This design comes from an exercise in tuning for small area, a short achievable clock period and few clock cycles per item on the open sky130 flow, not from production work. Only simulation tests tie the RTL to the original design; equivalence was not proved. No activity file was given, so power comes from the tool's default toggle rates.

[design/flow/design.v]
package smf_pkg;
    localparam int MAX_WINDOW   = 15;
    localparam int SAMPLE_WIDTH = 16;
    localparam int CFG_WIDTH    = 4;
    localparam logic [CFG_WIDTH-1:0] WINDOW_LEN_RESET = CFG_WIDTH'(3);
    function automatic logic slt16(input logic [15:0] a, input logic [15:0] b);
        logic [15:0] lt0, gt0;
        logic [7:0]  lt1, gt1;
        logic [3:0]  lt2, gt2;
        logic [1:0]  lt3, gt3;
        for (int i = 0; i < 16; i++)
        begin
            lt0[i] = (i == 15) ? (a[i] & ~b[i]) : (~a[i] & b[i]);
            gt0[i] = (i == 15) ? (~a[i] & b[i]) : (a[i] & ~b[i]);
        end
        for (int i = 0; i < 8; i++)
        begin
            lt1[i] = lt0[2*i+1] | (~gt0[2*i+1] & lt0[2*i]);
            gt1[i] = gt0[2*i+1] | (~lt0[2*i+1] & gt0[2*i]);
        end
        for (int i = 0; i < 4; i++)
        begin
            lt2[i] = lt1[2*i+1] | (~gt1[2*i+1] & lt1[2*i]);
            gt2[i] = gt1[2*i+1] | (~lt1[2*i+1] & gt1[2*i]);
        end
        for (int i = 0; i < 2; i++)
        begin
            lt3[i] = lt2[2*i+1] | (~gt2[2*i+1] & lt2[2*i]);
            gt3[i] = gt2[2*i+1] | (~lt2[2*i+1] & gt2[2*i]);
        end
        slt16 = lt3[1] | (~gt3[1] & lt3[0]);
    endfunction
    function automatic logic ugt4(input logic [3:0] a, input logic [3:0] b);
        logic [3:0] gt0, lt0;
        logic [1:0] gt1, lt1;
        gt0 = a & ~b;
        lt0 = ~a & b;
        gt1[0] = gt0[1] | (~lt0[1] & gt0[0]);
        gt1[1] = gt0[3] | (~lt0[3] & gt0[2]);
        lt1[1] = lt0[3] | (~gt0[3] & lt0[2]);
        ugt4 = gt1[1] | (~lt1[1] & gt1[0]);
    endfunction
    function automatic logic [3:0] updn4(input logic [3:0] r, input logic up, input logic dn);
        logic [3:0] t;
        t[0] = up | dn;
        t[1] = (up & r[0]) | (dn & ~r[0]);
        t[2] = (up & r[0] & r[1]) | (dn & ~r[0] & ~r[1]);
        t[3] = (up & r[0] & r[1] & r[2]) | (dn & ~r[0] & ~r[1] & ~r[2]);
        updn4 = r ^ t;
    endfunction
    function automatic logic [3:0] pop15(input logic [14:0] v);
        logic [4:0] s1, c1;
        logic       s2a, c2a, s2b, c2b;
        logic       s3a, c3a, s3b, c3b, s3c, c3c;
        logic       s4, c4;
        for (int i = 0; i < 5; i++)
        begin
            s1[i] = v[3*i] ^ v[3*i+1] ^ v[3*i+2];
            c1[i] = (v[3*i] & v[3*i+1]) | (v[3*i] & v[3*i+2]) | (v[3*i+1] & v[3*i+2]);
        end
        s2a = s1[0] ^ s1[1] ^ s1[2];
        c2a = (s1[0] & s1[1]) | (s1[0] & s1[2]) | (s1[1] & s1[2]);
        s2b = s2a ^ s1[3] ^ s1[4];
        c2b = (s2a & s1[3]) | (s2a & s1[4]) | (s1[3] & s1[4]);
        s3a = c1[0] ^ c1[1] ^ c1[2];
        c3a = (c1[0] & c1[1]) | (c1[0] & c1[2]) | (c1[1] & c1[2]);
        s3b = c1[3] ^ c1[4] ^ c2a;
        c3b = (c1[3] & c1[4]) | (c1[3] & c2a) | (c1[4] & c2a);
        s3c = s3a ^ s3b ^ c2b;
        c3c = (s3a & s3b) | (s3a & c2b) | (s3b & c2b);
        s4 = c3a ^ c3b ^ c3c;
        c4 = (c3a & c3b) | (c3a & c3c) | (c3b & c3c);
        pop15 = {c4, s4, s3c, s2b};
    endfunction
endpackage
import smf_pkg::*;
module smf_front (
    input  logic        clk,
    input  logic        rst_n,
    input  logic [3:0]  window_len,
    input  logic        adv,
    input  logic        adv_next,
    input  logic        samples_valid,
    output logic        samples_ready,
    input  logic [15:0] samples_sample,
    input  logic        samples_end_of_seq,
    output logic        a_v,
    output logic        a_fill,
    output logic        a_emit,
    output logic        a_last,
    output logic [3:0]  a_ws,
    output logic [15:0] a_y
);
    logic [2:0] h;
    logic [3:0] w_m1;
    logic       rdy_q;
    logic       in_seq_q;
    logic [2:0] k_q;
    logic [2:0] fl_q;
    logic [3:0] wp_q;
    logic       take;
    logic       flush_ent;
    logic       ent_fill;
    logic [2:0] k_inc;
    logic       emit_c;
    logic       emit_f;
    logic [3:0] wp_inc;
    logic [2:0] fl_next;
    assign h    = window_len[3:1];
    assign w_m1 = {window_len[3:1], 1'b0};
    assign samples_ready = rdy_q;
    assign take          = samples_valid && rdy_q;
    assign flush_ent     = adv && (fl_q != 3'd0);
    assign ent_fill      = !in_seq_q;
    assign k_inc         = (k_q == 3'd7) ? 3'd7 : k_q + 3'd1;
    assign emit_c        = (k_inc >= h);
    assign emit_f        = (h == 3'd0);
    assign wp_inc        = (wp_q == w_m1) ? 4'd0 : wp_q + 4'd1;
    always_comb
    begin
        fl_next = fl_q;
        if (take)
            fl_next = samples_end_of_seq ? h : 3'd0;
        else if (flush_ent)
            fl_next = fl_q - 3'd1;
    end
    always_ff @(posedge clk or negedge rst_n)
    begin
        if (!rst_n)
        begin
            rdy_q    <= 1'b0;
            in_seq_q <= 1'b0;
            k_q      <= '0;
            fl_q     <= '0;
            wp_q     <= '0;
            a_v      <= 1'b0;
            a_fill   <= 1'b0;
            a_emit   <= 1'b0;
            a_last   <= 1'b0;
            a_ws     <= '0;
        end
        else
        begin
            rdy_q <= adv_next && (fl_next == 3'd0);
            fl_q  <= fl_next;
            if (adv)
            begin
                a_v  <= take || flush_ent;
                a_ws <= wp_q;
                if (take)
                begin
                    in_seq_q <= !samples_end_of_seq;
                    k_q      <= ent_fill ? 3'd0 : k_inc;
                    wp_q     <= ent_fill ? 4'd0 : wp_inc;
                    a_fill   <= ent_fill;
                    a_emit   <= ent_fill ? emit_f : emit_c;
                    a_last   <= samples_end_of_seq && (h == 3'd0);
                end
                else if (flush_ent)
                begin
                    k_q    <= k_inc;
                    wp_q   <= wp_inc;
                    a_fill <= 1'b0;
                    a_emit <= emit_c;
                    a_last <= (fl_q == 3'd1);
                end
            end
        end
    end
    always_ff @(posedge clk)
    begin
        if (take)
            a_y <= samples_sample;
    end
endmodule
import smf_pkg::*;
module smf_queue (
    input  logic        clk,
    input  logic        rst_n,
    input  logic        push,
    input  logic [15:0] push_median,
    input  logic        push_last,
    output logic        adv,
    output logic        adv_next,
    output logic        medians_valid,
    input  logic        medians_ready,
    output logic [15:0] medians_median,
    output logic        medians_last_out
);
    logic        skid_v_q;
    logic [15:0] skid_med_q;
    logic        skid_last_q;
    logic        pop;
    logic        head_load;
    assign adv       = !skid_v_q;
    assign pop       = medians_valid && medians_ready;
    assign head_load = !medians_valid || pop;
    assign adv_next  = skid_v_q ? head_load : !(push && !head_load);
    always_ff @(posedge clk or negedge rst_n)
    begin
        if (!rst_n)
        begin
            medians_valid <= 1'b0;
            skid_v_q      <= 1'b0;
        end
        else
        begin
            if (head_load)
                medians_valid <= skid_v_q || push;
            if (skid_v_q)
                skid_v_q <= !head_load;
            else
                skid_v_q <= push && !head_load;
        end
    end
    always_ff @(posedge clk)
    begin
        if (head_load)
        begin
            medians_median   <= skid_v_q ? skid_med_q  : push_median;
            medians_last_out <= skid_v_q ? skid_last_q : push_last;
        end
        if (!skid_v_q)
        begin
            skid_med_q  <= push_median;
            skid_last_q <= push_last;
        end
    end
endmodule
import smf_pkg::*;
module smf_back (
    input  logic        clk,
    input  logic        rst_n,
    input  logic [3:0]  window_len,
    input  logic        adv,
    input  logic        a_v,
    input  logic        a_fill,
    input  logic        a_emit,
    input  logic        a_last,
    input  logic [3:0]  a_ws,
    input  logic [15:0] a_y,
    output logic        push,
    output logic [15:0] push_median,
    output logic        push_last
);
    localparam int N = MAX_WINDOW;
    logic [15:0] x_q [N];
    logic [3:0]  r_q [N];
    logic         b_v, b_fill, b_emit, b_last;
    logic [N-1:0] b_sel;
    logic [15:0]  b_y;
    logic [N-1:0] b_le;
    logic         c_v, c_last;
    logic         p_v;
    logic [N-1:0] p_sel;
    logic [3:0]   p_r;
    logic [3:0]   ro_q;
    logic [2:0]   h;
    logic [3:0]   w_m1;
    logic [N-1:0] act;
    logic [N-1:0] a_sel;
    logic [N-1:0] a_c;
    logic         a_cb;
    logic [N-1:0] pend;
    logic [3:0]   p_upd;
    logic         p_up, p_dn;
    logic [3:0]   ro_r;
    logic         ro_le, ro_dn;
    logic [N-1:0] dec;
    logic [N-1:0] up;
    logic [N-1:0] dn;
    logic [3:0]   r_upd [N];
    logic [3:0]   r_new;
    logic [3:0]   ro_next;
    logic [15:0]  med;
    assign h    = window_len[3:1];
    assign w_m1 = {window_len[3:1], 1'b0};
    assign a_cb = smf_pkg::slt16(a_y, b_y);
    always_comb
    begin
        for (int i = 0; i < N; i++)
        begin
            act[i]   = (4'(i) <= w_m1);
            a_sel[i] = (a_ws == 4'(i));
            a_c[i]   = (b_v && (b_fill || b_sel[i])) ? a_cb : smf_pkg::slt16(a_y, x_q[i]);
        end
    end
    always_comb
    begin
        pend = p_v ? p_sel : '0;
        for (int i = 0; i < N; i++)
        begin
            dec[i]   = smf_pkg::ugt4(r_q[i], ro_q);
            up[i]    = ~b_le[i] & ~dec[i];
            dn[i]    = b_le[i] & dec[i];
            r_upd[i] = smf_pkg::updn4(r_q[i], up[i], dn[i]);
        end
        p_up  = |(pend & ~b_le);
        p_dn  = smf_pkg::ugt4(p_r, ro_q);
        p_upd = smf_pkg::updn4(p_r, p_up & ~p_dn, p_dn & ~p_up);
        r_new = smf_pkg::pop15(b_le);
        ro_r  = '0;
        ro_le = 1'b0;
        for (int i = 0; i < N; i++)
            if (a_sel[i])
            begin
                ro_r  = ro_r | r_q[i];
                ro_le = ro_le | b_le[i];
            end
        ro_dn = smf_pkg::ugt4(ro_r, ro_q);
        if (b_v && b_fill)
            ro_next = '0;
        else if (b_v)
            ro_next = smf_pkg::updn4(ro_r, ~ro_le & ~ro_dn, ro_le & ro_dn);
        else
            ro_next = ro_r;
    end
    always_ff @(posedge clk or negedge rst_n)
    begin
        if (!rst_n)
        begin
            b_v <= 1'b0;
            c_v <= 1'b0;
            p_v <= 1'b0;
        end
        else if (adv)
        begin
            b_v <= a_v;
            c_v <= b_v && b_emit;
            if (b_v)
                p_v <= !b_fill;
            else
                p_v <= 1'b0;
        end
    end
    always_ff @(posedge clk)
    begin
        if (adv)
        begin
            b_fill <= a_fill;
            b_emit <= a_emit;
            b_last <= a_last;
            b_sel  <= a_sel;
            b_y    <= a_y;
            b_le   <= ~a_c & act & ~a_sel;
            c_last <= b_last;
            p_sel  <= b_sel;
            p_r    <= r_new;
            ro_q   <= ro_next;
        end
    end
    always_ff @(posedge clk)
    begin
        for (int i = 0; i < N; i++)
        begin
            if (adv && b_v && (b_fill || b_sel[i]))
                x_q[i] <= b_y;
            if (adv)
            begin
                if (b_v && b_fill)
                    r_q[i] <= 4'(i);
                else if (b_v && b_sel[i])
                    r_q[i] <= r_q[i];
                else if (pend[i])
                    r_q[i] <= b_v ? p_upd : p_r;
                else if (b_v)
                    r_q[i] <= r_upd[i];
            end
        end
    end
    always_comb
    begin
        med = '0;
        for (int i = 0; i < N; i++)
            if (act[i] && (pend[i] ? (p_r == {1'b0, h}) : (r_q[i] == {1'b0, h})))
                med = med | x_q[i];
    end
    assign push        = adv && c_v;
    assign push_median = med;
    assign push_last   = c_last;
endmodule
import smf_pkg::*;
module sliding_median_filter (
    input  logic                 clk,
    input  logic                 rst_n,
    input  logic                 samples_valid,
    output logic                 samples_ready,
    input  logic [15:0]          samples_sample,
    input  logic                 samples_end_of_seq,
    output logic                 medians_valid,
    input  logic                 medians_ready,
    output logic [15:0]          medians_median,
    output logic                 medians_last_out,
    input  logic                 cfg_valid,
    output logic                 cfg_ready,
    input  logic [3:0]           cfg_window_len
);
    logic [CFG_WIDTH-1:0] window_len_reg;
    logic        adv;
    logic        adv_next;
    logic        a_v, a_fill, a_emit, a_last;
    logic [3:0]  a_ws;
    logic [15:0] a_y;
    logic        push;
    logic [15:0] push_median;
    logic        push_last;
    assign cfg_ready = 1'b1;
    always_ff @(posedge clk or negedge rst_n)
    begin
        if (!rst_n)
            window_len_reg <= WINDOW_LEN_RESET;
        else if (cfg_valid)
            window_len_reg <= cfg_window_len;
    end
    smf_front u_front (
        .clk                (clk),
        .rst_n              (rst_n),
        .window_len         (window_len_reg),
        .adv                (adv),
        .adv_next           (adv_next),
        .samples_valid      (samples_valid),
        .samples_ready      (samples_ready),
        .samples_sample     (samples_sample),
        .samples_end_of_seq (samples_end_of_seq),
        .a_v                (a_v),
        .a_fill             (a_fill),
        .a_emit             (a_emit),
        .a_last             (a_last),
        .a_ws               (a_ws),
        .a_y                (a_y)
    );
    smf_back u_back (
        .clk         (clk),
        .rst_n       (rst_n),
        .window_len  (window_len_reg),
        .adv         (adv),
        .a_v         (a_v),
        .a_fill      (a_fill),
        .a_emit      (a_emit),
        .a_last      (a_last),
        .a_ws        (a_ws),
        .a_y         (a_y),
        .push        (push),
        .push_median (push_median),
        .push_last   (push_last)
    );
    smf_queue u_queue (
        .clk              (clk),
        .rst_n            (rst_n),
        .push             (push),
        .push_median      (push_median),
        .push_last        (push_last),
        .adv              (adv),
        .adv_next         (adv_next),
        .medians_valid    (medians_valid),
        .medians_ready    (medians_ready),
        .medians_median   (medians_median),
        .medians_last_out (medians_last_out)
    );
endmodule
[design/flow/flow/run.sh]
#!/bin/bash
# Standard ORFS layout, with the setup repair aimed at a tighter slack target.
# The clock, the constraints and every step are the standard flow's own (standard.sh); only
# the repair target differs. Each tool's output is kept in a log file here.
set -euo pipefail
cd "$(dirname "$0")/.."
bash standard.sh synth > flow_synth.log 2>&1
margin=$(cat flow/margin.txt)
echo "export SETUP_SLACK_MARGIN = ${margin}" >> config.mk
bash standard.sh > flow_layout.log 2>&1
[design/flow/flow/margin.txt]
6.8
[design/flow/standard.sh]
#!/bin/bash
# synth_recipe.tcl (not shown) runs the flow's synth.tcl, then flattens the netlist and writes it again
# the make line also repeats each setting of config.mk as NAME=value (left out here)
make -C /OpenROAD-flow-scripts/flow DESIGN_CONFIG=/design/flow/config.mk WORK_HOME=/design/flow/orfs CLKGATE_MAP_FILE= SYNTH_SCRIPT=/design/flow/synth_recipe.tcl "${@:-finish}"
[design/flow/config.mk]
export PLATFORM = sky130hd
export DESIGN_NAME = sliding_median_filter
export DESIGN_NICKNAME = sliding_median_filter
export VERILOG_FILES = /design/flow/design.v
export SDC_FILE = /design/flow/constraint.sdc
export NUM_CORES = 4
export LEC_CHECK = 0
export CAP_MARGIN = 20
export CORE_MARGIN = 2
export CORE_UTILIZATION = 40
export SLEW_MARGIN = 20
export SETUP_SLACK_MARGIN = 6.8
[design/flow/constraint.sdc]
create_clock -name core_clock -period 10.0 [get_ports {clk}]
set_input_delay 2.0000 -clock core_clock [delete_from_list [all_inputs] [get_ports {clk}]]
set_output_delay 2.0000 -clock core_clock [all_outputs]
set_load 0.01 [all_outputs]
==> results of run 1 <==
[cells by family after synthesis]
| family | after synthesis | share of synthesized area, % |
|---|---|---|
| xor+xnor | 111 | 3.78 |
| simple gates | 608 | 11.6 |
| mux | 34 | 1.39 |
| flops | 451 | 51.5 |
| compound gates | 663 | 17.5 |
| fa+ha+maj | 205 | 8.86 |
| other cells | 1 | 0.0146 |
| buf+inv | 296 | 5.40 |
[power breakdown]
group          internal (uW)  switching [uW]
clock network           1150             830
registers               3350             957
logic                   2360            3530
total                   6860            5320
[per-layer routing]
| layer | track usage (%) | vias to the layer above | share of wire, % |
|---|---|---|---|
| met4 | 14.1 | 0 | 5.6 |
| li1 | - | 9077 | - |
| met3 | 3.81 | 255 | 9.1 |
| met2 | 42.2 | 1213 | 46 |
| met5 | 0 | - | 0 |
| met1 | 34.8 | 10197 | 39 |
[repair_timing]
action                                  4_1_cts  5_1_grt
resized for setup                           169       78
endpoints found under the setup margin      114       65
buffers inserted                             58       34
cloned                                        1        1
pin swaps                                    33       23
[layout by cell type, fill, tap and decap left out, types with 17 or more instances in the layout]
cell type,synthesis,routed
edfxtp_1,406,406
o21a_1,17,17
o211ai_1,37,37
o21ai_0,102,101
a21oi_1,173,144
nand2_1,172,167
nand3_1,60,57
nand4_1,22,22
xnor2_1,67,65
nand2b_1,52,52
dfxtp_1,17,17
nor2_1,168,136
xor2_1,44,42
maj3_1,144,143
ha_1,42,38
a211oi_1,22,22
buf_2,26,19
nor3_1,30,29
clkbuf_16,0,52
clkdlybuf4s50_1,0,24
a22oi_1,106,100
a21oi_2,0,28
inv_1,127,120
a221oi_1,37,30
dfrtp_1,27,22
nor2b_1,51,49
mux2i_1,21,19
a222oi_1,20,20
o22ai_1,26,26
buf_4,10,123
[critical path, stage by stage, from the launching register on]
cell and delay, ns:
dfrtp_4 0.52, buf_12 0.15, and4b_4 0.21, a222oi_1 0.41
nand3_2 0.18, a211oi_4 0.28, o22a_2 0.22, a221oi_2 0.04
o21ai_1 0.22, inv_1 0.10, ha_4 0.18, mux2_4 0.27
nand3_2 0.07, o21a_1 0.13, o22ai_1 0.08
[stage by stage]
stage          hold WS (ns)  instance area (sq um)
2_1_floorplan         0.400                  25700
3_5_place_dp          0.406                  26800
4_1_cts               0.420                  29400
6_report              0.420                  30000
5_1_grt               0.425                  30000
3_3_place_gp          0.401                  26800
[layout make-up]
cell class,count,area [sq um],area share (%)
flip-flops and latches,451,13200,44.2
multi-input cells,1623,11800,39.3
repair buffers,187,1550,5.18
clock buffers,68,1430,4.77
well taps,846,1060,3.53
inverters,143,563,1.88
clock inverters,28,347,1.16
diodes,1,2.50,0.00834
[how the worst max path moves through the flow]
stage	startpoint	to	slack (ns)	depth (start not counted)
floorplan	u_back.p_v$_DFFE_PN0N_	u_back.r_q[10][2]$_SDFFCE_PP0P_	6.85	13
global placement	u_back.b_le[1]$_DFFE_PN_	u_back.r_q[5][3]$_SDFFCE_PP0P_	5.61	16
detailed placement	u_front.a_ws[0]$_DFFE_PN0N_	u_back.ro_q[3]$_SDFFCE_PP0N_	5.68	14
CTS	u_back.b_le[4]$_DFFE_PN_	u_back.p_r[2]$_DFFE_PN_	6.72	8
global route	u_front.a_ws[2]$_DFFE_PN0N_	u_back.ro_q[1]$_SDFFCE_PP0N_	6.58	14
finish	u_front.a_ws[2]$_DFFE_PN0N_	u_back.ro_q[1]$_SDFFCE_PP0N_	6.64	14
==> summary.txt, run 1 <==
- Top flop regs: u_back.x_q x240, u_back.r_q x60
- Setup Crit Path Kind: reg -> reg
- CTS tree: done
- Worst relative slew slack: 24.6%
- H-tree depth: 2
- Startpoint types: flip-flop
- Clock tree root driver cell: clkbuf_16
- Critical Path RT: 10.34 ns
- Synthesized flop and latch total: 451
- Final setup TNS: 0 ns
- Worst setup EP type: flip-flop
- # rows: 92
- Flop2flop setup slack: 6.64 ns
- Post-DP HPWL: 58200 um
- Overflow after GRT: 0
- Initial antenna violation count: 0
- Placed cells: 3156
- 1st-iter DRT viols: 2506
- DIE WIDTH: 258 um
- Post-synthesis cell type count: 94
- Number of global-route vias before repair: 19.9k
- Area Growth Syn to Fin: 16.7%
- CTS Buf Count: 51
- Drc violations: 0
- Ys async rst share: 6.21%
- Post-synth top area cell: edfxtp_1
- Synthesized area: 25700 sq um
- Routed Antenna Nets: 0
- Clk Latency, worst-skew pair: 0.64 ns
- Vias: 20.7k
- Seq/Total Area, Yosys: 51.5%
- Final setup vio count: 0
- Min Tclk post-route: 3.36 ns
- I/O Pins: 46
- Reg clk slew, reported paths: 0.06 ns
- CTS Hold Bufs: 0
- Max-Cap Viols: 0
- Outcome: timing/DRC/antenna clean
- Initial Util: 40.6%
- Synth Area per Inst: 10.9 sq um
- Max reg flops: 240
- Main synth FF type: edfxtp_1
- GRT Resource Usage Total: 26.4%
- Post-synth EDFFs: 406
- Power per cell area: 406 nW/um^2
- R2R depth: 14
- Vias/cell: 6.20
- DIE AREA: 66300 sq um
- Nets: 2536
- Drt pass-1 iters: 6
- Port Buffer Count: 43
- FF-to-FF Start: u_front.a_ws[2]$_DFFE_PN0N_
- Max Slew Vio Count: 0
- RSZ-0062 raised after global routing: true
- Worst-Margin Slew: 1.12 ns
- VDD IR max: 0.000192 V
- Fmax: 0.298 GHz
- Ratio of cells with drive above 1 in the final layout: 17.4%
- Die Ht: 258 um
- Top reg by flops: u_back.x_q
- Pleak: 0.0106 uW
- Total core area: 63300 sq um
- Worst Hold Depth: 0
- Share of the synthesized area in the top cell type: 47.4%
- First-pass GRT wire length: 130000 um
- Worst slack at placement: 5.68 ns
- Final core utilization: 47.4%
- CTS Buffer Depth: 3
- HP Start: u_back.b_last$_DFFE_PN_
- Fillers: 5807
- Final non-filler cell total: 3347
- RR Endpoint: u_back.ro_q[1]$_SDFFCE_PP0N_
- Largest cells by area after synthesis: edfxtp_1 47%, maj3_1 5.6%, a21oi_1 3.4%
- Worst Skew: 0.0434 ns
- Syn Nets: 2448
- Tot Pwr: 12200 uW
- Routed WL per cell: 26.9 um
- DRT Wirelength: 90100 um
- Fin crit share: 33.6%
- Largest net degree at the start of global routing: 61
- Clock sink count: 451
- Commonest cells in the netlist: 406 x edfxtp_1, 173 x a21oi_1, 172 x nand2_1
- Cells after Synth: 2369
- Class of the worst hold path: reg -> reg
- YS warnings: 7
- Crit-path max FO: 5
- Worst Hold Path EP: u_back.c_last$_DFFE_PN_
- Cell with the most instances after synthesis: edfxtp_1
- PnR worst setup slack: 6.64 ns
- Final Hold Viols: 0
- CP arrival: 3.69 ns
- Routability cong.: 0.960
Testbench counts, summed over its fixed seeds: cycles 12,155, items 11,227.
==> inputs of run 2 (changes only) <==
==> design/flow/flow/margin.txt (replaced) <==
6.6
--- a/design/flow/config.mk
+++ b/design/flow/config.mk
@@ -11,2 +11,2 @@
 export SLEW_MARGIN = 20
-export SETUP_SLACK_MARGIN = 6.8
+export SETUP_SLACK_MARGIN = 6.6
==> run 2 against run 1 <==
Sequential share of layout area up 1.3 points. Flip-flop and latch count unchanged. Register-to-register slack worse by 0.03 ns. Critical path type unchanged. Highest routed layer unchanged. Critical endpoint is now u_back.ro_q[3]$_SDFFCE_PP0N_. Core utilization down 1.3 points. Non-clock buffer count down 37. Maximum frequency down 0.93%. Clock power down 8%. Final area down 2.8%. Via count down 0.66%. Die area unchanged. Setup slack worse by 0.032 ns.
==> summary.txt, run 2 <==
- YS warnings: 7 (unchanged)
- Drc violations: 0 (unchanged)
- Drt pass-1 iters: 7 (+1)
- Design Area, Final: 29200 sq um (-2.8%)
- Clk Latency, worst-skew pair: 0.64 ns (about the same)
- Routability cong.: 0.930 (-3.0%)
- Worst setup EP type: flip-flop
- Reg clk slew, reported paths: 0.06 ns (about the same)
- Max Slew Vio Count: 0 (unchanged)
- CTS tree: done
- Largest net degree at the start of global routing: 57 (-6.6%)
- DIE AREA: 66300 sq um (unchanged)
- Max-Cap Viols: 0 (unchanged)
- Sequential power share: 38.0% (+2.6 points)
- Vias/cell: 6.23 (+0.60%)
- Critical Path RT: 10.36 ns (+0.02 ns)
- Tot Pwr: 11500 uW (-5.9%)
- Adder-cell share of the synthesized area: 8.86% (unchanged)
- DRT Wirelength: 88200 um (-2.1%)
- Largest cells by area after synthesis: edfxtp_1 47%, maj3_1 5.6%, a21oi_1 3.4%
- R2R depth: 13 (-1)
- Min Tclk post-route: 3.39 ns (+0.0315 ns)
- Startpoint types: flip-flop
- Class of the worst hold path: reg -> reg
- Share of the synthesized area in the top cell type: 47.4% (unchanged)
- Max reg flops: 240 (unchanged)
- Worst Hold Depth: 0 (unchanged)
- Seq/Total Area, Yosys: 51.5% (unchanged)
- Final non-filler cell total: 3305 (-1.3%)
- Top flop regs: u_back.x_q x240, u_back.r_q x60
- Fin crit share: 33.9% (+0.32 points)
- Routed Antenna Nets: 0 (unchanged)
- FF-to-FF Start: u_front.a_ws[2]$_DFFE_PN0N_
- Die Ht: 258 um (unchanged)
- Final hold slack: 0.421 ns (+0.000853 ns)
- Clock tree root driver cell: clkbuf_16
- 1st-iter DRT viols: 2757 (+10%)
- RR Endpoint: u_back.ro_q[3]$_SDFFCE_PP0N_
- Synthesized flop and latch total: 451 (unchanged)
- Routed WL per cell: 26.7 um (-0.89%)
- Vias: 20.6k (-0.66%)
- Total core area: 63300 sq um (unchanged)
- Post-DP HPWL: 57400 um (-1.3%)
- Most frequent cells in the layout: 406 x edfxtp_1, 172 x nand2_1, 161 x a21oi_1
- Worst relative slew slack: 21.5% (-3.1 points)
- CTS Buffer Depth: 3 (unchanged)
- Placed cell area: 26800 sq um (about the same)
- CTS Hold Bufs: 0 (unchanged)
- Cells after Synth: 2369 (unchanged)
- Post-synth EDFFs: 406 (unchanged)
- Top reg by flops: u_back.x_q
- VDD IR max: 0.000201 V (+4.6%)
- Syn Nets: 2448 (unchanged)
- Nets: 2498 (-1.5%)
- Post-synthesis simple-gate area fraction: 11.6% (unchanged)
- P_sw: 5030 uW (-5.5%)
- # rows: 92 (unchanged)
- Initial antenna violation count: 0 (unchanged)
- Worst-Margin Slew: 1.17 ns (+0.0456 ns)
- Area Growth Syn to Fin: 13.4%
- Sw frac: 43.8% (+0.17 points)
- Most common cell after layout, fill and taps aside: edfxtp_1
- Clock sink count: 451 (unchanged)
- Final setup TNS: 0 ns (unchanged)
- Main synth FF type: edfxtp_1
- Cell internal pwr: 6440 uW (-6.2%)
- I/O Pins: 46 (unchanged)
- DIE WIDTH: 258 um (unchanged)
- Initial Util: 40.6% (unchanged)
- Port Buffer Count: 43 (unchanged)
- Cell with the most instances after synthesis: edfxtp_1
- Pleak: 0.0103 uW (-3.0%)
- Synth Area per Inst: 10.9 sq um (unchanged)
- Commonest cells in the netlist: 406 x edfxtp_1, 173 x a21oi_1, 172 x nand2_1
- GRT Resource Usage Total: 25.9% (-0.51 points)
- Ys async rst share: 6.21% (unchanged)
- Flop2flop setup slack: 6.61 ns (-0.03 ns)
- H-tree depth: 2 (unchanged)
- CP arrival: 3.75 ns (+0.06 ns)
- First-pass GRT wire length: 129000 um (-1.5%)
- Fmax: 0.295 GHz (-0.93%)
- Outcome: timing/DRC/antenna clean
- N_diodes: 0 (-1)
- Largest family of logic cells by synthesized area: compound AO/OA/AOI/OAI gates
- Power per cell area: 393 nW/um^2 (-3.2%)
- Worst Hold Path EP: u_back.c_last$_DFFE_PN_
- Number of global-route vias before repair: 19.7k (-0.62%)
- Clock network power share: 16.0% (-0.2 points)
- Ratio of cells with drive above 1 in the final layout: 12.8% (-4.6 points)
- HP Start: u_back.b_last$_DFFE_PN_
- Post-synthesis compound-gate area fraction: 17.5% (unchanged)
- Final Hold Viols: 0 (unchanged)
- Worst Skew: 0.0393 ns (-0.00415 ns)
- Post-synth top area cell: edfxtp_1
- Overflow after GRT: 0 (unchanged)
- CTS Buf Count: 51 (unchanged)
- Crit-path max FO: 7 (+2)
- RSZ-0062 raised after global routing: true
- Synthesized area: 25700 sq um (unchanged)
- Post-synthesis cell type count: 94 (unchanged)
- Post-Synth XOR/XNOR Area: 3.78% (unchanged)
- Setup Crit Path Kind: reg -> reg
- Final setup vio count: 0 (unchanged)
- Mux cell area share after synthesis: 1.39% (unchanged)
- Placed cells: 3156 (unchanged)
- Comb pwr share: 46.1% (-2.3 points)
==> run 2: cell counts after synthesis <==
No cell type changed its count.
==> run 2: repair_timing <==
item	CTS	global route
buffers inserted	33	23
pin swaps	13	10
endpoints found under the hold margin	0	0
endpoints found under the setup margin	86	49
gates resized for setup	61	33
==> run 2: area by class of cell <==
| class | instances | area [sq um] |
|---|---|---|
| inverters | 143 | 554 |
| clock buffers | 73 | 1450 |
| fillers | 5756 | 34200 |
| repair buffers | 150 | 1250 |
| multi-input cells | 1622 | 11400 |
| flip-flops and latches | 451 | 13200 |
| clock inverters | 20 | 164 |
| well taps | 846 | 1060 |
==> run 2: cells by family after synthesis <==
group,after synthesis
AO/OA/AOI/OAI,663
AND/OR/NAND/NOR,608
flip-flops,451
XOR/XNOR,111
buffers and inverters,296
multiplexers,34
adder cells (fa/ha/maj),205
other,1
==> run 2: worst max path at each step <==
| stage | to | slack (ns) | startpoint | depth (start not counted) |
|---|---|---|---|---|
| after floorplan | u_front.wp_q[0]$_DFFE_PN0P_ | 6.72 | samples_valid | 5 |
| after global placement | u_back.r_q[2][3]$_SDFFCE_PP0P_ | 5.75 | u_back.b_le[1]$_DFFE_PN_ | 16 |
| after CTS | u_back.ro_q[1]$_SDFFCE_PP0N_ | 6.59 | u_front.a_ws[2]$_DFFE_PN0N_ | 14 |
| after global routing | u_back.ro_q[3]$_SDFFCE_PP0N_ | 6.49 | u_front.a_ws[2]$_DFFE_PN0N_ | 13 |
| final | u_back.ro_q[3]$_SDFFCE_PP0N_ | 6.61 | u_front.a_ws[2]$_DFFE_PN0N_ | 13 |
| after detailed placement | u_back.r_q[6][3]$_SDFFCE_PP0P_ | 5.61 | u_back.b_le[1]$_DFFE_PN_ | 16 |
==> run 2: power groups by stage <==
stage                     logic (uW)  registers, uW  clock network [uW]
after floorplan                 3590           3810                   0
after global placement          4760           4340                   0
after detailed placement        4850           4370                   0
after CTS                       5060           4310                1850
after global routing            5710           4430                1930
final                           5280           4350                1830
==> run 2: worst max-delay path, cell delays in order, from the launching register on <==
cell       delay [ns]
dfrtp_4          0.54
buf_6            0.16
nor4bb_2         0.17
buf_4            0.15
buf_4            0.16
a22o_4           0.24
a2111oi_4        0.45
a221oi_2         0.13
o21ai_1          0.21
ha_2             0.21
nand2_1          0.08
mux2i_2          0.19
nor3_1           0.08
a311o_1          0.37
==> run 2: routing by layer <==
layer | GRT usage (%) | vias up | wire length, um
li1 | - | 8986 | -
met4 | 12.1 | 0 | 4510
met1 | 33.6 | 10166 | 34500
met3 | 4.69 | 252 | 8250
met5 | 0 | - | 0
met2 | 42.1 | 1201 | 41000
==> run 2: stage by stage <==
stage,utilization [%],setup WS [ns]
after global placement,42.4,5.75
final,46.1,6.61
after floorplan,-,6.72
after detailed placement,42.4,5.61
after global routing,46.1,6.49
after CTS,45.5,6.59
==> inputs of run 3 (changes only) <==
--- a/design/flow/config.mk
+++ b/design/flow/config.mk
@@ -11,2 +11,3 @@
 export SLEW_MARGIN = 20
+export TNS_END_PERCENT = 5
 export SETUP_SLACK_MARGIN = 6.6
==> run 3 against run 2 <==
Still clean on timing, DRC and antenna. Register-to-register slack worse by 0.11 ns. Core utilization is 0.28 points lower. Critical path depth is 12 lower. Area after synthesis stayed put. Synthesized cell count stayed put.
==> summary.txt, run 3 <==
- Post-synth EDFFs: 406 (unchanged)
- Post-DP HPWL: 57400 um (unchanged)
- Class of the worst hold path: reg -> reg
- Top reg by flops: u_back.x_q
- VDD IR max: 0.000206 V (+2.7%)
- CTS tree: done
- First-pass GRT wire length: 128000 um (-0.65%)
- Final setup TNS: 0 ns (unchanged)
- Routability cong.: 0.930 (unchanged)
- Placed cell area: 26800 sq um (unchanged)
- P_sw: 5020 uW (-0.14%)
- Syn Nets: 2448 (unchanged)
- N_diodes: 0 (unchanged)
- # rows: 92 (unchanged)
- Slowest-stage cell, CP: clkdlybuf4s50_1
- I/O Pins: 46 (unchanged)
- Reg clk slew, reported paths: 0.06 ns (about the same)
- Max reg flops: 240 (unchanged)
- Seq/Total Area, Yosys: 51.5% (unchanged)
- Initial antenna violation count: 0 (unchanged)
- Worst-Margin Slew: 1.18 ns (+0.0124 ns)
- Worst setup EP type: output port
- CP arrival: 1.53 ns (-2.22 ns)
- DIE AREA: 66300 sq um (unchanged)
- Clock tree root driver cell: clkbuf_16
- Power per cell area: 395 nW/um^2 (+0.47%)
- Fin crit share: 35.3% (+1.4 points)
- Routed WL per cell: 26.7 um (about the same)
- Commonest cells in the netlist: 406 x edfxtp_1, 173 x a21oi_1, 172 x nand2_1
- Synthesized area: 25700 sq um (unchanged)
- Fmax: 0.284 GHz (-3.9%)
- Critical Path RT: 8.00 ns (-2.36 ns)
- Nets: 2488 (-0.40%)
- Worst Hold Depth: 0 (unchanged)
- Initial Util: 40.6% (unchanged)
- Largest cells by area after synthesis: edfxtp_1 47%, maj3_1 5.6%, a21oi_1 3.4%
- Crit-path cells: clkdlybuf4s50_1
- GRT Resource Usage Total: 25.7% (-0.16 points)
- Max-Cap Viols: 0 (unchanged)
- Overflow after GRT: 0 (unchanged)
- Sequential power share: 38.1% (about the same)
- Cell with the most instances after synthesis: edfxtp_1
- DRT Wirelength: 88000 um (-0.21%)
- Drt pass-1 iters: 6 (-1)
- Cells after Synth: 2369 (unchanged)
- Post-synth top area cell: edfxtp_1
- Largest net degree at the start of global routing: 57 (unchanged)
- Area Growth Syn to Fin: 12.7%
- Ys async rst share: 6.21% (unchanged)
- Max Slew Vio Count: 0 (unchanged)
- Most frequent cells in the layout: 406 x edfxtp_1, 171 x nand2_1, 161 x a21oi_1
- H-tree depth: 2 (unchanged)
- CTS Buf Count: 51 (unchanged)
- Design Area, Final: 29000 sq um (-0.60%)
- Port Buffer Count: 43 (unchanged)
- Clk Latency, worst-skew pair: 0.65 ns (about the same)
- Vias: 20.5k (-0.56%)
- Die Ht: 258 um (unchanged)
- RSZ-0062 raised after global routing: true
- Crit path buf inv count: 1 (-2)
- Sw frac: 43.8% (about the same)
- Min Tclk post-route: 3.53 ns (+0.138 ns)
- Final Hold Viols: 0 (unchanged)
- CTS Buffer Depth: 3 (unchanged)
- Final setup vio count: 0 (unchanged)
- Comb pwr share: 45.9% (-0.2 points)
- Startpoint types: flip-flop
- Synth Area per Inst: 10.9 sq um (unchanged)
- Drc violations: 0 (unchanged)
- Routed Antenna Nets: 0 (unchanged)
- Top flop regs: u_back.x_q x240, u_back.r_q x60
- Most common cell after layout, fill and taps aside: edfxtp_1
- Number of global-route vias before repair: 19.6k (-0.97%)
- Post-synthesis cell type count: 94 (unchanged)
- DIE WIDTH: 258 um (unchanged)
- Clock network power share: 16.0% (about the same)
- Cell internal pwr: 6430 uW (-0.13%)
- Worst relative slew slack: 21.2% (-0.35 points)
- Crit-path max FO: 2 (-5)
- Pleak: 0.0102 uW (-1.0%)
- Total core area: 63300 sq um (unchanged)
- Stages on the worst setup path: 1 (-12)
- Clock sink count: 451 (unchanged)
- Ratio of cells with drive above 1 in the final layout: 11.5% (-1.3 points)
- Synthesized flop and latch total: 451 (unchanged)
- Outcome: timing/DRC/antenna clean
- 1st-iter DRT viols: 2673 (-3.0%)
- Main synth FF type: edfxtp_1
- Setup Crit Path Kind: reg -> out
- CP max stage delay: 0.55 ns (about the same)
- Share of the synthesized area in the top cell type: 47.4% (unchanged)
- CP delay by family, top: buffers and inverters
- CTS Hold Bufs: 0 (unchanged)
- YS warnings: 7 (unchanged)
- Vias/cell: 6.22 (-0.26%)
- Worst Skew: 0.0404 ns (+0.00107 ns)
- R2R depth: 13 (unchanged)
## run 3: cell counts after synthesis
No cell type changed its count.
## run 3: kinds of logic (layout without fill, tap and decap cells)
kind of cell	after synthesis	after routing	synth area share, %
AO/OA/AOI/OAI	663	663	17.5
AND/OR/NAND/NOR	608	608	11.6
flip-flops	451	451	51.5
buffers and inverters	296	376	5.40
adder cells (fa/ha/maj)	205	205	8.86
XOR/XNOR	111	111	3.78
multiplexers	34	34	1.39
other	1	1	0.0146
## run 3: metal layers
metal	wire (um)	share of wire, %	GRT usage (%)
met2	40700	46	41.8
met4	4340	4.9	11.7
met5	0	0	0
met3	8290	9.4	4.32
met1	34700	39	33.7
## run 3: through the flow
step	hold slack (ns)	setup WS, ns	total power (uW)	std cells	utilization [%]
global route	0.439	6.37	12000	3295	45.8
detailed placement	0.408	5.61	9220	3156	42.4
floorplan	0.400	6.72	7410	2369	-
CTS	0.420	6.44	11200	3265	45.3
global placement	0.401	5.75	9090	3156	42.4
finish	0.421	6.47	11500	3295	45.8
## run 3: worst paths after layout
path                                             start                            to  slack, ns
setup / recovery               u_front.rdy_q$_DFF_PN0_                 samples_ready       6.47
hold / removal                 u_back.b_last$_DFFE_PN_       u_back.c_last$_DFFE_PN_       0.42
setup reg to reg           u_front.a_ws[2]$_DFFE_PN0N_  u_back.ro_q[3]$_SDFFCE_PP0N_       6.50
hold reg to reg                u_back.b_last$_DFFE_PN_       u_back.c_last$_DFFE_PN_       0.42
max in group asynchronous                        rst_n   u_front.a_ws[3]$_DFFE_PN0N_       7.91
min in group asynchronous                        rst_n    u_front.a_emit$_DFFE_PN0P_       1.78
## run 3: repair_timing
action | 4_1_cts | 5_1_grt
setup buffers | 16 | 29
endpoints found under the hold margin | 0 | 0
gates cloned | 0 | 0
pin swaps | 5 | 13
endpoints found under the setup margin | 86 | 84
gates resized for setup | 21 | 28
## run 3: layout make-up
type / instances / area (sq um)
Clock buffer: 73 / 1450
Clock inverter: 20 / 164
Fill cell: 5758 / 34300
Inverter: 143 / 552
Multi-Input combinational cell: 1622 / 11300
Sequential cell: 451 / 13200
Tap cell: 846 / 1060
Timing Repair Buffer: 140 / 1200
## run 3: power groups by stage
stage	clock [uW]	sequential, uW	combinational [uW]
2_1_floorplan	0	3810	3590
3_3_place_gp	0	4340	4760
3_5_place_dp	0	4370	4850
4_1_cts	1850	4320	5020
5_1_grt	1920	4430	5660
6_report	1830	4360	5260
==> inputs of run 4 (changes only) <==
--- a/design/flow/config.mk
+++ b/design/flow/config.mk
@@ -9,5 +9,5 @@
 export CORE_MARGIN = 2
-export CORE_UTILIZATION = 40
+export CORE_UTILIZATION = 55
+export PLACE_DENSITY = 0.72
 export SLEW_MARGIN = 20
-export TNS_END_PERCENT = 5
 export SETUP_SLACK_MARGIN = 6.6
==> run 4 against run 3 <==
Core utilization is 16 points higher. Final area is 1.1% lower. Worst hold slack better by 0.027 ns. Combinational power is 2% higher. First-iteration DRC count is 7.4% higher. Routed wire length is 4.5% lower. Clock power is 3% lower. Highest routed layer unchanged. Sequential power is 1% lower. Clock skew is 0.0015 ns higher. Count of clock-buffer cells in the layout is 6 lower. Power is 0.11% lower.
==> summary.txt, run 4 <==
- RR Endpoint: u_back.ro_q[3]$_SDFFCE_PP0N_
- Reg clk slew, reported paths: 0.06 ns (about the same)
- Routed WL per cell: 27.5 um (+2.9%)
- Vias/cell: 6.80 (+9.3%)
- Clk Latency, worst-skew pair: 0.63 ns (-0.02 ns)
- HP Start: u_back.b_last$_DFFE_PN_
- Worst Hold Depth: 0 (unchanged)
- Initial Util: 55.5% (+15 points)
- CTS Buffer Depth: 3 (unchanged)
- CP max stage delay: 0.49 ns (-0.06 ns)
- Cells after Synth: 2369 (unchanged)
- Worst relative slew slack: 25.6% (+4.5 points)
- Ys async rst share: 6.21% (unchanged)
- CP delay by family, top: compound AO/OA/AOI/OAI gates
- Setup Crit Path Kind: reg -> reg
- DIE AREA: 48500 sq um (-27%)
- Max Slew Vio Count: 0 (unchanged)
- Worst-Margin Slew: 1.12 ns (-0.0672 ns)
- Die Ht: 220 um (-14%)
- First-pass GRT wire length: 123000 um (-3.7%)
- R2R depth: 16 (+3)
- # rows: 79 (-14%)
- Largest net degree at the start of global routing: 60 (+5.3%)
- CTS tree: done
- Flop2flop setup slack: 6.51 ns (about the same)
- H-tree depth: 2 (unchanged)
- FF-to-FF Start: u_front.a_ws[3]$_DFFE_PN0N_
- Syn Nets: 2448 (unchanged)
- DRT Wirelength: 84100 um (-4.5%)
- Cell with the most instances after synthesis: edfxtp_1
- Largest cells by area after synthesis: edfxtp_1 47%, maj3_1 5.6%, a21oi_1 3.4%
- Post-DP HPWL: 54200 um (-5.6%)
- Worst Skew: 0.0419 ns (+0.00155 ns)
- I/O Pins: 46 (unchanged)
- VDD IR max: 0.000444 V (+120%)
- Worst setup EP type: flip-flop
- Crit-path max FO: 7 (+5)
- Max reg flops: 240 (unchanged)
- Outcome: timing/DRC/antenna clean
- Area Growth Syn to Fin: 11.5%
- Top flop regs: u_back.x_q x240, u_back.r_q x60
- Commonest cells in the netlist: 406 x edfxtp_1, 173 x a21oi_1, 172 x nand2_1
- DIE WIDTH: 220 um (-14%)
- Register area: 13300 sq um (about the same)
- Synthesized flop and latch total: 451 (unchanged)
- Met3 WL post-DR: 9100 um (+9.7%)
- Pleak: 0.0103 uW (+0.53%)
- Fin crit share: 34.9% (-0.32 points)
- N_diodes: 0 (unchanged)
- Crit-path cells: buf_12 -> buf_6 -> buf_4 -> nor4_4 -> a222oi_1 -> nand3_1 -> a211oi_4 -> o22a_2 -> a221oi_2 -> o21ai_2 -> inv_2 -> ha_4 -> nand3_2 -> mux2i_1 -> nor3_1 -> a311o_1
- Vias: 20.8k (+1.4%)
- Final Hold Viols: 0 (unchanged)
- CTS Buf Count: 47 (-7.8%)
- Clock sink count: 451 (unchanged)
- Multi-input gate area: 11400 sq um (+0.43%)
- Initial antenna violation count: 0 (unchanged)
- Nets: 2491 (+0.12%)
- Worst Hold Path EP: u_back.c_last$_DFFE_PN_
- Synth Area per Inst: 10.9 sq um (unchanged)
- Met2 Wirelength: 37800 um (-7.2%)
- Final setup TNS: 0 ns (unchanged)
- Main synth FF type: edfxtp_1
- Tot Pwr: 11400 uW (-0.11%)
- Class of the worst hold path: reg -> reg
- Overflow after GRT: 0 (unchanged)
- Top reg by flops: u_back.x_q
- Fmax: 0.286 GHz (+0.93%)
- Post-synth EDFFs: 406 (unchanged)
- Slowest-stage cell, CP: dfrtp_4
- Final setup vio count: 0 (unchanged)
- Crit path buf inv count: 4 (+3)
- Total core area: 46400 sq um (-27%)
- Ratio of cells with drive above 1 in the final layout: 11.8% (+0.24 points)
- Power per cell area: 399 nW/um^2 (+1.0%)
- Synthesized area: 25700 sq um (unchanged)
- Post-synthesis cell type count: 94 (unchanged)
- Fillers: 3658 (-36%)
- Critical Path RT: 10.34 ns (+2.34 ns)
- Post-synth top area cell: edfxtp_1
- Share of the synthesized area in the top cell type: 47.4% (unchanged)
- Min Tclk post-route: 3.49 ns (-0.0324 ns)
- Drt pass-1 iters: 6 (unchanged)
- Most common cell after layout, fill and taps aside: edfxtp_1
- Drc violations: 0 (unchanged)
- DR top layer: met4
- GRT Resource Usage Total: 34.2% (+8.5 points)
- RSZ-0062 raised after global routing: true
- 1st-iter DRT viols: 2871 (+7.4%)
- Routability cong.: 0.983 (+5.7%)
- Startpoint types: flip-flop
- YS warnings: 7 (unchanged)
- Port Buffer Count: 43 (unchanged)
- Clock tree root driver cell: clkbuf_16
- Number of global-route vias before repair: 20.0k (+2.4%)
- Met1 WL: 31200 um (-10%)
- CP arrival: 3.83 ns (+2.30 ns)
- Most frequent cells in the layout: 406 x edfxtp_1, 172 x nand2_1, 163 x a21oi_1
- Seq/Total Area, Yosys: 51.5% (unchanged)
- Routed Antenna Nets: 0 (unchanged)
- Max-Cap Viols: 0 (unchanged)
-- run 4: cell counts after synthesis --
No cell type changed its count.
-- run 4: cell families (layout without fill, tap and decap cells) --
group           count (synthesis)  in the layout  synth area share [%]
other cells                     1              1                0.0146
compound gates                663            663                  17.5
simple gates                  608            608                  11.6
buf+inv                       296            377                  5.40
xor+xnor                      111            111                  3.78
mux                            34             34                  1.39
flops                         451            451                  51.5
fa+ha+maj                     205            205                  8.86
-- run 4: report_power, final --
part | internal (uW) | switching (uW)
clock | 992 | 773
sequential | 3360 | 958
combinational | 2080 | 3280
-- run 4: worst max-delay path by stage --
stage / startpoint / slack, ns / depth (start not counted) / endpoint
finish: u_front.a_ws[3]$_DFFE_PN0N_ / 6.51 / 16 / u_back.ro_q[3]$_SDFFCE_PP0N_
global route: u_front.a_ws[3]$_DFFE_PN0N_ / 6.46 / 16 / u_back.ro_q[3]$_SDFFCE_PP0N_
CTS: u_front.a_ws[1]$_DFFE_PN0N_ / 6.56 / 14 / u_back.ro_q[3]$_SDFFCE_PP0N_
detailed placement: u_front.a_ws[3]$_DFFE_PN0N_ / 5.89 / 13 / u_back.ro_q[3]$_SDFFCE_PP0N_
global placement: u_front.a_ws[3]$_DFFE_PN0N_ / 5.68 / 13 / u_back.ro_q[3]$_SDFFCE_PP0N_
floorplan: samples_valid / 6.72 / 5 / u_front.wp_q[0]$_DFFE_PN0P_
-- run 4: cell type report --
| class | count | share of cell area (%) |
|---|---|---|
| Clock buffer | 67 | 4.54 |
| Sequential cell | 451 | 46.2 |
| Tap cell | 607 | 2.65 |
| Multi-Input combinational cell | 1622 | 39.6 |
| Timing Repair Buffer | 147 | 4.30 |
| Inverter | 143 | 1.93 |
| Clock inverter | 20 | 0.729 |
-- run 4: per-layer routing --
metal / GRT usage (%) / vias up
met4: 22.1 / 0
met1: 43.9 / 9978
met2: 53.3 / 1465
met5: 0 / -
met3: 6.56 / 358
li1: - / 8972
-- run 4: through the flow --
stage	util [%]	worst slack, ns	instance area, sq um	hold slack (ns)	cells
floorplan	-	6.72	25700	0.400	2369
global route	61.8	6.46	28700	0.453	3057
CTS	60.8	6.56	28200	0.455	3017
global placement	57.1	5.68	26500	0.406	2911
detailed placement	57.1	5.89	26500	0.430	2911
finish	61.8	6.51	28700	0.447	3057
-- run 4: timing repair --
action,4_1_cts,5_1_grt
buffers inserted,19,38
hold buffers,0,0
gates resized for setup,37,41
cloned,0,2
setup endpoints to repair,71,54
pin swaps,9,18
==> inputs of run 5 (changes only) <==
--- a/design/flow/config.mk
+++ b/design/flow/config.mk
@@ -9,4 +9,5 @@
 export CORE_MARGIN = 2
-export CORE_UTILIZATION = 55
-export PLACE_DENSITY = 0.72
+export CORE_UTILIZATION = 40
+export CTS_CLUSTER_DIAMETER = 60
+export CTS_CLUSTER_SIZE = 30
 export SLEW_MARGIN = 20
==> run 5 against run 4 <==
Cell count grew 7.6%. Area after synthesis is the same. Setup slack gained 0.075 ns. Routed wire length grew 4.7%. Clock skew grew 0.011 ns. Final area grew 1.1%. Core utilization shrank 16 points. Combinational power shrank 0.7%. Synthesized cell count is the same. Worst hold slack lost 0.025 ns.
==> summary.txt, run 5 <==
- Max-Cap Viols: 0 (unchanged)
- Outcome: timing/DRC/antenna clean
- Clk Latency, worst-skew pair: 0.63 ns (about the same)
- Largest net degree at the start of global routing: 57 (-5.0%)
- Syn Nets: 2448 (unchanged)
- Share of the synthesized area in the top cell type: 47.4% (unchanged)
- Comb pwr share: 46.7% (-0.2 points)
- Seq/Total Area, Yosys: 51.5% (unchanged)
- Clock tree root driver cell: clkbuf_16
- DIE AREA: 66300 sq um (+37%)
- Drt pass-1 iters: 6 (unchanged)
- Reg clk slew, reported paths: 0.07 ns (about the same)
- Placed cell area: 26800 sq um (+1.3%)
- I/O Pins: 46 (unchanged)
- Worst relative slew slack: 22.3% (-3.3 points)
- Largest cells by area after synthesis: edfxtp_1 47%, maj3_1 5.6%, a21oi_1 3.4%
- Ys async rst share: 6.21% (unchanged)
- Commonest cells in the netlist: 406 x edfxtp_1, 173 x a21oi_1, 172 x nand2_1
- P_sw: 5100 uW (+1.8%)
- YS warnings: 7 (unchanged)
- Routability cong.: 0.930 (-5.4%)
- Post-DP HPWL: 57400 um (+6.0%)
- Die Ht: 258 um (+17%)
- Ratio of cells with drive above 1 in the final layout: 12.4% (+0.64 points)
- HP Start: u_back.b_last$_DFFE_PN_
- Max Slew Vio Count: 0 (unchanged)
- DRT Wirelength: 88000 um (+4.7%)
- Startpoint types: flip-flop
- Critical Path RT: 10.34 ns (about the same)
- Sw frac: 44.8% (+0.95 points)
- Worst setup EP type: flip-flop
- Flop2flop setup slack: 6.58 ns (+0.08 ns)
- Final Hold Viols: 0 (unchanged)
- Synthesized area: 25700 sq um (unchanged)
- N_diodes: 0 (unchanged)
- Fin crit share: 34.2% (-0.75 points)
- Power per cell area: 393 nW/um^2 (-1.4%)
- Clock sink count: 451 (unchanged)
- Top flop regs: u_back.x_q x240, u_back.r_q x60
- Cell internal pwr: 6300 uW (-2.0%)
- Fillers: 5773 (+58%)
- Design Area, Final: 29000 sq um (+1.1%)
- Routed Antenna Nets: 0 (unchanged)
- Nets: 2492 (+0.040%)
- Most frequent cells in the layout: 406 x edfxtp_1, 172 x nand2_1, 161 x a21oi_1
- Synth Area per Inst: 10.9 sq um (unchanged)
- Vias/cell: 6.24 (-8.2%)
- Synthesized flop and latch total: 451 (unchanged)
- Cells after Synth: 2369 (unchanged)
- Total core area: 63300 sq um (+37%)
- Vias: 20.5k (-1.2%)
- DIE WIDTH: 258 um (+17%)
- Main synth FF type: edfxtp_1
- H-tree depth: 2 (unchanged)
- GRT Resource Usage Total: 25.9% (-8.4 points)
- Final setup TNS: 0 ns (unchanged)
- Worst Hold Path EP: u_back.c_last$_DFFE_PN_
- Port Buffer Count: 43 (unchanged)
- R2R depth: 16 (unchanged)
- Post-synth EDFFs: 406 (unchanged)
- FF-to-FF Start: u_front.a_ws[3]$_DFFE_PN0N_
- RSZ-0062 raised after global routing: true
- Overflow after GRT: 0 (unchanged)
- CTS Hold Bufs: 0 (unchanged)
- Class of the worst hold path: reg -> reg
- Initial antenna violation count: 0 (unchanged)
- CTS Buffer Depth: 3 (unchanged)
- CTS tree: done
- Final setup vio count: 0 (unchanged)
- CTS Buf Count: 41 (-13%)
- Initial Util: 40.6% (-15 points)
- Pleak: 0.0102 uW (-0.21%)
- VDD IR max: 0.000212 V (-52%)
- First-pass GRT wire length: 128000 um (+4.3%)
- CP arrival: 3.76 ns (-0.07 ns)
- Most common cell after layout, fill and taps aside: edfxtp_1
- Sequential power share: 38.0% (+0.3 points)
- # rows: 92 (+16%)
- Number of global-route vias before repair: 19.6k (-2.1%)
- Worst Hold Depth: 0 (unchanged)
- Clock network power share: 15.4% (about the same)
- Max reg flops: 240 (unchanged)
- Post-synthesis cell type count: 94 (unchanged)
- Drc violations: 0 (unchanged)
- Min Tclk post-route: 3.42 ns (-0.0754 ns)
- Multi-input gate area: 11400 sq um (about the same)
- Crit-path max FO: 8 (+1)
- Routed WL per cell: 26.7 um (-2.8%)
- Fmax: 0.292 GHz (+2.2%)
- Top reg by flops: u_back.x_q
- Area Growth Syn to Fin: 12.8%
- Worst Skew: 0.0531 ns (+0.0112 ns)
- Setup Crit Path Kind: reg -> reg
- Cell with the most instances after synthesis: edfxtp_1
- Register area: 13200 sq um (about the same)
- 1st-iter DRT viols: 2818 (-1.8%)
- Worst-Margin Slew: 1.17 ns (+0.0502 ns)
- RR Endpoint: u_back.ro_q[3]$_SDFFCE_PP0N_
- Post-synth top area cell: edfxtp_1
==> run 5: changes by cell type in the layout (fill, tap and decap cells not counted), sizes merged <==
cell / delta
maj3: +1
clkinvlp: +2
bufinv: -2
inv: +16
clkinv: -5
clkbuf: -25
buf: +7
==> run 5: cells by family (layout without fill, tap and decap cells) <==
kind of cell | after synthesis | after routing | share of synthesized area, %
compound gates | 663 | 663 | 17.5
xor+xnor | 111 | 111 | 3.78
fa+ha+maj | 205 | 206 | 8.86
buf+inv | 296 | 370 | 5.40
flops | 451 | 451 | 51.5
mux | 34 | 34 | 1.39
other cells | 1 | 1 | 0.0146
simple gates | 608 | 608 | 11.6
==> run 5: worst max path at each step <==
stage | startpoint | end | slack [ns]
2_1_floorplan | samples_valid | u_front.wp_q[0]$_DFFE_PN0P_ | 6.72
3_3_place_gp | u_back.b_le[1]$_DFFE_PN_ | u_back.r_q[2][3]$_SDFFCE_PP0P_ | 5.75
3_5_place_dp | u_back.b_le[1]$_DFFE_PN_ | u_back.r_q[6][3]$_SDFFCE_PP0P_ | 5.61
4_1_cts | u_front.a_ws[2]$_DFFE_PN0N_ | u_back.ro_q[3]$_SDFFCE_PP0N_ | 6.60
5_1_grt | u_front.a_ws[3]$_DFFE_PN0N_ | u_back.ro_q[1]$_SDFFCE_PP0N_ | 6.48
6_report | u_front.a_ws[3]$_DFFE_PN0N_ | u_back.ro_q[3]$_SDFFCE_PP0N_ | 6.58
==> run 5: worst max-delay path: stages, from the launching register on <==
cell      delay [ns]
dfrtp_4         0.50
buf_12          0.14
buf_4           0.14
nor4bb_1        0.24
buf_4           0.24
a22oi_1         0.13
nand3_1         0.24
a211oi_4        0.09
o22a_2          0.24
a221oi_2        0.17
o21ai_1         0.13
inv_1           0.11
ha_4            0.14
nand3_2         0.08
mux2i_2         0.17
nor3_1          0.08
a311o_1         0.32
==> run 5: area by class of cell <==
type                       instances  share of cell area (%)
clock buffer                      43                    3.64
clock inverter                    31                    1.42
inverter                         143                    1.90
multi-input combinational       1623                    39.2
sequential                       451                    45.7
tap                              846                    3.65
timing repair buffer             153                    4.47
==> run 5: per-stage QoR <==
| stage | setup WS, ns | cells | util, % | power (uW) | hold WS, ns |
|---|---|---|---|---|---|
| 2_1_floorplan | 6.72 | 2369 | - | 7410 | 0.400 |
| 3_3_place_gp | 5.75 | 3156 | 42.4 | 9090 | 0.401 |
| 3_5_place_dp | 5.61 | 3156 | 42.4 | 9220 | 0.408 |
| 4_1_cts | 6.60 | 3263 | 45.3 | 11100 | 0.424 |
| 5_1_grt | 6.48 | 3290 | 45.8 | 12000 | 0.443 |
| 6_report | 6.58 | 3290 | 45.8 | 11400 | 0.422 |
==> run 5: routing by layer <==
metal / track usage (%) / vias up / share of wire, %
met5: 0 / - / 0
met4: 11.7 / 0 / 5.0
met3: 4.20 / 247 / 9.1
met2: 41.9 / 1172 / 47
met1: 34.1 / 10135 / 39
li1: - / 8967 / -
==> run 5: timing repair <==
action | CTS | global route
pin swaps | 15 | 13
buffers inserted | 33 | 26
gates resized for setup | 53 | 23
setup endpoints to repair | 87 | 48
cloned | 0 | 1
==> run 5: power by group through the flow <==
stage | Combinational (uW) | Sequential (uW) | Clock [uW]
finish | 5320 | 4330 | 1750
global route | 5730 | 4410 | 1840
CTS | 5070 | 4300 | 1770
detailed placement | 4850 | 4370 | 0
global placement | 4760 | 4340 | 0
floorplan | 3590 | 3810 | 0
==> inputs of run 6 (changes only) <==
--- a/design/flow/config.mk
+++ b/design/flow/config.mk
@@ -10,4 +10,4 @@
 export CORE_UTILIZATION = 40
-export CTS_CLUSTER_DIAMETER = 60
-export CTS_CLUSTER_SIZE = 30
+export CTS_CLUSTER_DIAMETER = 80
+export CTS_CLUSTER_SIZE = 20
 export SLEW_MARGIN = 20
==> run 6 against run 5 <==
Still clean. Cell count is 0.40% lower. Via count is 0.36% lower. Final area is 1.4% lower. Sequential power hardly changed. Combinational power is 0.8% higher. Clock skew is 0.0032 ns lower. Synthesized cell count stayed put. Maximum frequency hardly changed. Critical path depth is 2 lower. Critical endpoint is now u_back.ro_q[1]$_SDFFCE_PP0N_. Largest cell class unchanged.
==> summary.txt, run 6 <==
- Setup Crit Path Kind: reg -> reg
- Drc violations: 0 (unchanged)
- Critical Path RT: 10.33 ns (about the same)
- Placed cells: 3156 (unchanged)
- Fin crit share: 34.2% (about the same)
- PnR worst setup slack: 6.58 ns (-0.00108 ns)
- Max-Cap Viols: 0 (unchanged)
- I/O Pins: 46 (unchanged)
- Final core utilization: 45.1% (-0.64 points)
- CP Launch Point: u_front.a_ws[3]$_DFFE_PN0N_
- Nets: 2485 (-0.28%)
- Pleak: 0.0100 uW (-1.8%)
- Vias: 20.4k (-0.36%)
- CTS tree: done
- Clock tree root driver cell: clkbuf_16
- Synthesized area: 25700 sq um (unchanged)
- Top flop regs: u_back.x_q x240, u_back.r_q x60
- Outcome: timing/DRC/antenna clean
- Clock sink count: 451 (unchanged)
- CTS Hold Bufs: 0 (unchanged)
- Routability cong.: 0.930 (unchanged)
- H-tree depth: 1 (-1)
- Worst relative slew slack: 20.5% (-1.8 points)
- Worst Skew: 0.0499 ns (-0.00317 ns)
- Ys async rst share: 6.21% (unchanged)
- Number of global-route vias before repair: 19.5k (-0.58%)
- Total core area: 63300 sq um (unchanged)
- Final setup vio count: 0 (unchanged)
- Share of the synthesized area in the top cell type: 47.4% (unchanged)
- Vias/cell: 6.24 (about the same)
- Port Buffer Count: 43 (unchanged)
- Post-synthesis cell type count: 94 (unchanged)
- Seq/Total Area, Yosys: 51.5% (unchanged)
- Synth Area per Inst: 10.9 sq um (unchanged)
- Class of the worst hold path: reg -> reg
- Power per cell area: 387 nW/um^2 (-1.7%)
- Largest net degree at the start of global routing: 57 (unchanged)
- GRT Resource Usage Total: 25.6% (-0.27 points)
- First-pass GRT wire length: 128000 um (-0.60%)
- Worst slack at placement: 5.61 ns (unchanged)
- Overflow after GRT: 0 (unchanged)
- Clk Latency, worst-skew pair: 0.66 ns (+0.03 ns)
- Area Growth Syn to Fin: 11.2%
- CTS Buf Count: 31 (-24%)
- Max Slew Vio Count: 0 (unchanged)
- Fillers: 5816 (+0.74%)
- FF-to-FF Start: u_front.a_ws[3]$_DFFE_PN0N_
- Final setup TNS: 0 ns (unchanged)
- Synthesized flop and latch total: 451 (unchanged)
- Final hold slack: 0.426 ns (+0.00358 ns)
- Initial antenna violation count: 0 (unchanged)
- DIE WIDTH: 258 um (unchanged)
- Final non-filler cell total: 3277 (-0.40%)
- Reg clk slew, reported paths: 0.08 ns (about the same)
- Top reg by flops: u_back.x_q
- Max reg flops: 240 (unchanged)
- Cell with the most instances after synthesis: edfxtp_1
- Post-synth top area cell: edfxtp_1
- # rows: 92 (unchanged)
- N_diodes: 0 (unchanged)
- Startpoint types: flip-flop
- Post-DP HPWL: 57400 um (unchanged)
- Ratio of cells with drive above 1 in the final layout: 11.6% (-0.84 points)
- Min Tclk post-route: 3.42 ns (+0.00108 ns)
- Final Hold Viols: 0 (unchanged)
- Most frequent cells in the layout: 406 x edfxtp_1, 171 x nand2_1, 161 x a21oi_1
- Main synth FF type: edfxtp_1
- Worst-Margin Slew: 1.19 ns (+0.0272 ns)
- CP arrival: 3.75 ns (about the same)
- Post-synth EDFFs: 406 (unchanged)
- Initial Util: 40.6% (unchanged)
- Routed Antenna Nets: 0 (unchanged)
- Drt pass-1 iters: 7 (+1)
- YS warnings: 7 (unchanged)
- DIE AREA: 66300 sq um (unchanged)
- RSZ-0062 raised after global routing: true
- 1st-iter DRT viols: 2698 (-4.3%)
- Fmax: 0.292 GHz (about the same)
- Routed WL per cell: 26.8 um (+0.39%)
- HP Start: u_back.b_last$_DFFE_PN_
- Most common cell after layout, fill and taps aside: edfxtp_1
- Worst setup EP type: flip-flop
- CTS Buffer Depth: 3 (unchanged)
- Commonest cells in the netlist: 406 x edfxtp_1, 173 x a21oi_1, 172 x nand2_1
- VDD IR max: 0.000213 V (+0.46%)
- DRT Wirelength: 88000 um (about the same)
- Cells after Synth: 2369 (unchanged)
- Crit-path max FO: 10 (+2)
- Die Ht: 258 um (unchanged)
- Syn Nets: 2448 (unchanged)
- Largest cells by area after synthesis: edfxtp_1 47%, maj3_1 5.6%, a21oi_1 3.4%
## run 6: routing by layer
metal / wire length, um / GRT usage, % / vias to the layer above
met4: 4020 / 10.1 / 0
met1: 34500 / 33.8 / 10147
li1: - / - / 8928
met2: 41200 / 42.1 / 1150
met3: 8290 / 4.12 / 223
met5: 0 / 0 / -
## run 6: stage by stage
stage          total power [uW]  cell area [sq um]
2_1_floorplan              7410              25700
3_5_place_dp               9220              26800
5_1_grt                   11600              28600
6_report                  11100              28600
3_3_place_gp               9090              26800
4_1_cts                   10800              28200
## run 6: worst paths after layout
check / endpoint / slack [ns] / cells past startpoint
max in group asynchronous: u_front.a_ws[3]$_DFFE_PN0N_ / 7.94 / 2
worst min-delay path: u_back.c_last$_DFFE_PN_ / 0.43 / 0
worst max register to register: u_back.ro_q[1]$_SDFFCE_PP0N_ / 6.58 / 14
min in group asynchronous: u_back.p_v$_DFFE_PN0N_ / 1.73 / 2
worst max-delay path: u_back.ro_q[1]$_SDFFCE_PP0N_ / 6.58 / 14
worst min register to register: u_back.c_last$_DFFE_PN_ / 0.43 / 0
## run 6: power by group
part | leakage, uW | internal, uW | switching [uW]
Clock | 0.000500 | 637 | 734
Sequential | 0.00442 | 3350 | 980
Combinational | 0.00512 | 2110 | 3250
Total | 0.0100 | 6090 | 4960
## run 6: what timing repair did
item / 4_1_cts / 5_1_grt
resized for setup: 53 / 26
gates cloned: 0 / 2
endpoints found under the setup margin: 87 / 51
pin swaps: 15 / 13
setup buffers: 33 / 28
## run 6: area by class of cell
class / instances / area, sq um / area share, %
Sequential cell: 451 / 13200 / 46.4
Multi-Input combinational cell: 1623 / 11400 / 39.8
Timing Repair Buffer: 156 / 1330 / 4.65
Tap cell: 846 / 1060 / 3.70
Clock buffer: 45 / 881 / 3.08
Inverter: 143 / 551 / 1.93
Clock inverter: 13 / 146 / 0.512
## run 6: critical path, stage by stage (launching register included)
cell      delay, ns
dfrtp_4        0.51
buf_12         0.15
and4b_4        0.24
a222oi_1       0.37
nand3_1        0.26
a211oi_4       0.34
o22a_2         0.20
a221oi_2       0.04
o21ai_1        0.21
inv_1          0.10
ha_4           0.17
mux2_4         0.27
nand3_2        0.07
o21a_1         0.12
o22ai_1        0.07
## run 6: kinds of logic after synthesis
group | synth area share [%]
adders and majority gates | 8.86
other | 0.0146
muxes | 1.39
xor gates and xnor gates | 3.78
buffers and inverters | 5.40
and+or+nand+nor | 11.6
AOI/OAI and AO/OA | 17.5
DFF | 51.5

==> static timing again, ports no longer ideal <==
The results above use ideal ports. As a check the final layouts listed here were re-extracted and re-timed, cells and wires unchanged.
Step 1 sets driving cells, clkbuf_16 on the clock port and buf_2 on the other inputs (assumed; they add their load-dependent delay and slew).
Step 2 also shifts input and output timing later by t, the mid clock arrival at the registers, as if the neighbouring blocks saw the same clock.
Three values: no drivers, after step 1, after step 2; two values: the first two.
run | t, ns | setup slack, ns | worst slew at a driven data input, ns
run 1 | 0.679 | 6.643 / 6.643 / 6.337 | 0.04
run 2 | 0.682 | 6.611 / 6.611 / 6.085 | 0.04
run 3 | 0.685 | 6.473 / 6.414 / 6.085 | 0.04
run 4 | 0.661 | 6.506 / 6.506 / 6.152 | 0.04
run 5 | 0.667 | 6.581 / 6.581 / 6.111 | 0.04
run 6 | 0.699 | 6.580 / 6.580 / 6.116 | 0.04
After both steps every run listed still meets setup and hold. The setup slack of run 2, which loses most, moves by 0.000 ns with the drivers and by -0.526 ns with both steps.
